What follows belongs to an exercise in optimizing a design on an open flow for small area; a production flow would make more cautious choices. Only simulation tests tie the RTL to the original design; equivalence was not proved.

Design cad_top, start of the top module:
module cad_top #(
  parameter int IMG_SIDE = 8,
  parameter int IMG_COUNT = 2,
  parameter int KER_COUNT = 2,
  localparam int IMG_IDX_W = (IMG_COUNT > 1) ? $clog2(IMG_COUNT) : 1,
  localparam int KER_IDX_W = (KER_COUNT > 1) ? $clog2(KER_COUNT) : 1
) (
  input  logic                 clk,
  input  logic                 rst_n,
  input  logic                 i_in_valid,
  input  cad_pkg::data_t       i_matrix,
  input  logic                 i_start,
  input  logic [IMG_IDX_W-1:0] i_img_idx,
  input  logic [KER_IDX_W-1:0] i_ker_idx,
  output logic                 o_busy,
  output logic                 o_out_valid,
  output logic                 o_out_value
);
  logic [511:0] img0;
  logic [511:0] img1;
  logic [199:0] ker0;
  logic [199:0] ker1;
  logic [7:0] img0_tail;
  logic [7:0] img1_tail;
  logic [7:0] ker0_tail;
  logic [7:0] ker1_tail;
  assign img0_tail = img0[511:504];
  assign img1_tail = img1[511:504];
  assign ker0_tail = ker0[199:192];
  assign ker1_tail = ker1[199:192];
  logic       busy;
  logic       comp;      
  logic       img_sel;
  logic       ker_sel;
  logic [1:0] wseg;      
  logic [5:0] woff;      
  logic [5:0] rpos;      
  logic [4:0] kpos;      
  logic [4:0] outi;      
  logic       run;       
  logic [1:0] gap;       
  logic       cmp;
  logic       out_valid;
  logic signed [19:0] acc;
  logic [20:0] mx;        
  logic wr;
  logic [5:0] rpos_init;
  logic [4:0] kpos_init;
  logic [4:0] kpos_goal;
  logic [6:0] sched;
  logic start_out;
  logic mac;
  logic img_step;
  logic ker_step;
  logic row_end;
  logic signed [7:0] pix;
  logic signed [7:0] kval;
  assign wr = i_in_valid && !busy;
  assign rpos_init = (wseg == {1'b0, img_sel}) ? woff : 6'd0;
  ...
export LEC_CHECK = 0
export ABC_AREA = 1
export CAP_MARGIN = 20
export CORE_MARGIN = 2
export CORE_UTILIZATION = 70
export CTS_CLUSTER_DIAMETER = 80
export CTS_CLUSTER_SIZE = 25
export PLACE_DENSITY = 0.8
export SLEW_MARGIN = 20
create_clock -name core_clock -period 12.0 [get_ports {clk}]
run.sh (not shown) runs the stock make flow with config.mk's settings and CLKGATE_MAP_FILE= SYNTH_SCRIPT=/design/flow/synth_recipe.tcl, a recipe that flattens the netlist after the stock synthesis.
Then changed:
--- a/flow/design.v
+++ b/flow/design.v
@@ -90,43 +90,46 @@
       default: sched = {1'b1, 6'd48};   
     endcase
   end
   assign start_out = comp && !outi[4] && !run && kpos == 5'd0 && rpos == sched[5:0];
   assign mac = (run && gap == 2'd0) || start_out;
   assign img_step = comp && !(outi[4] && rpos == rpos_init);
   assign ker_step = mac || (comp && !run && kpos != kpos_goal);
   assign row_end = (kpos == 5'd4) || (kpos == 5'd9) || (kpos == 5'd14) || (kpos == 5'd19);
   logic pol;
-  logic wr_q;
-  logic [7:0] wdata_q;
+  logic img_rot, img_rot_n, ker_rot, ker_rot_n;
   logic en_i0, en_i1, en_k0, en_k1;
   logic en_i0_n, en_i1_n, en_k0_n, en_k1_n;
+  logic [7:0] wdata;
   logic [7:0] head_i0, head_i1, head_k0, head_k1;
   always_ff @(posedge clk or negedge rst_n) begin
     if (!rst_n) pol <= 1'b0;
     else pol <= ~pol;
   end
   always_ff @(posedge clk) begin
-    wr_q <= wr;
-    wdata_q <= i_matrix;
-    en_i0 <= (wr && wseg == 2'd0) || img_step;
-    en_i1 <= (wr && wseg == 2'd1) || img_step;
-    en_k0 <= (wr && wseg == 2'd2) || ker_step;
-    en_k1 <= (wr && wseg == 2'd3) || ker_step;
-    en_i0_n <= !((wr && wseg == 2'd0) || img_step);
-    en_i1_n <= !((wr && wseg == 2'd1) || img_step);
-    en_k0_n <= !((wr && wseg == 2'd2) || ker_step);
-    en_k1_n <= !((wr && wseg == 2'd3) || ker_step);
+    img_rot <= img_step;
+    img_rot_n <= !img_step;
+    ker_rot <= ker_step;
+    ker_rot_n <= !ker_step;
   end
-  assign head_i0 = wr_q ? (wdata_q ^ {8{pol}}) : img0_tail;
-  assign head_i1 = wr_q ? (wdata_q ^ {8{pol}}) : img1_tail;
-  assign head_k0 = wr_q ? (wdata_q ^ {8{pol}}) : ker0_tail;
-  assign head_k1 = wr_q ? (wdata_q ^ {8{pol}}) : ker1_tail;
+  assign en_i0 = (wr && wseg == 2'd0) || img_rot;
+  assign en_i1 = (wr && wseg == 2'd1) || img_rot;
+  assign en_k0 = (wr && wseg == 2'd2) || ker_rot;
+  assign en_k1 = (wr && wseg == 2'd3) || ker_rot;
+  assign en_i0_n = !(wr && wseg == 2'd0) && img_rot_n;
+  assign en_i1_n = !(wr && wseg == 2'd1) && img_rot_n;
+  assign en_k0_n = !(wr && wseg == 2'd2) && ker_rot_n;
+  assign en_k1_n = !(wr && wseg == 2'd3) && ker_rot_n;
+  assign wdata = i_matrix ^ {8{pol}};
+  assign head_i0 = wr ? wdata : img0_tail;
+  assign head_i1 = wr ? wdata : img1_tail;
+  assign head_k0 = wr ? wdata : ker0_tail;
+  assign head_k1 = wr ? wdata : ker1_tail;
   always_ff @(posedge clk) begin
     img0 <= ~(({512{en_i0_n}} | {img0[503:0], head_i0}) & ({512{en_i0}} | img0));
     img1 <= ~(({512{en_i1_n}} | {img1[503:0], head_i1}) & ({512{en_i1}} | img1));
     ker0 <= ~(({200{en_k0_n}} | {ker0[191:0], head_k0}) & ({200{en_k0}} | ker0));
     ker1 <= ~(({200{en_k1_n}} | {ker1[191:0], head_k1}) & ({200{en_k1}} | ker1));
   end
   always_ff @(posedge clk or negedge rst_n) begin
     if (!rst_n) begin
       wseg <= 2'd0;
Sequential share of layout area came out lower by 0.10 points.
Design area goes down by 0.78%.
Fmax goes up by 0.96%.
Setup slack gains 0.094 ns.
Global-route usage is about the same.
Wire length falls by 1.9%.
Count of clock-buffer cells in the layout drops by 6.

==> re-timing with driven ports <==
No port has a modelled driver above. Below, the same layouts with a new extraction and two added sets of constraints. Step 1 sets driving cells, clkbuf_16 on the clock port and buf_2 on the other inputs (assumed; they add their load-dependent delay and slew). Step 2 adds t to the input delays and takes it off the output delays; t is the mean of the earliest and latest rising clock arrival at the registers after step 1. Input paths then give back, and output paths get back, about the clock's delay inside the block. Slacks: ideal / step 1 / step 2; pairs: ideal / step 1.
run	t (ns)	setup WS [ns]	clock arrival spread, ns	worst register clock-pin slew, ns	pins driven straight from the clock port
the first run	0.693	2.061 / 2.061 / 2.061	0.025 / 0.025	0.10 / 0.10	1
the second run	0.700	2.155 / 2.155 / 2.155	0.029 / 0.030	0.10 / 0.10	1
After both steps setup and hold are still met in every run listed.
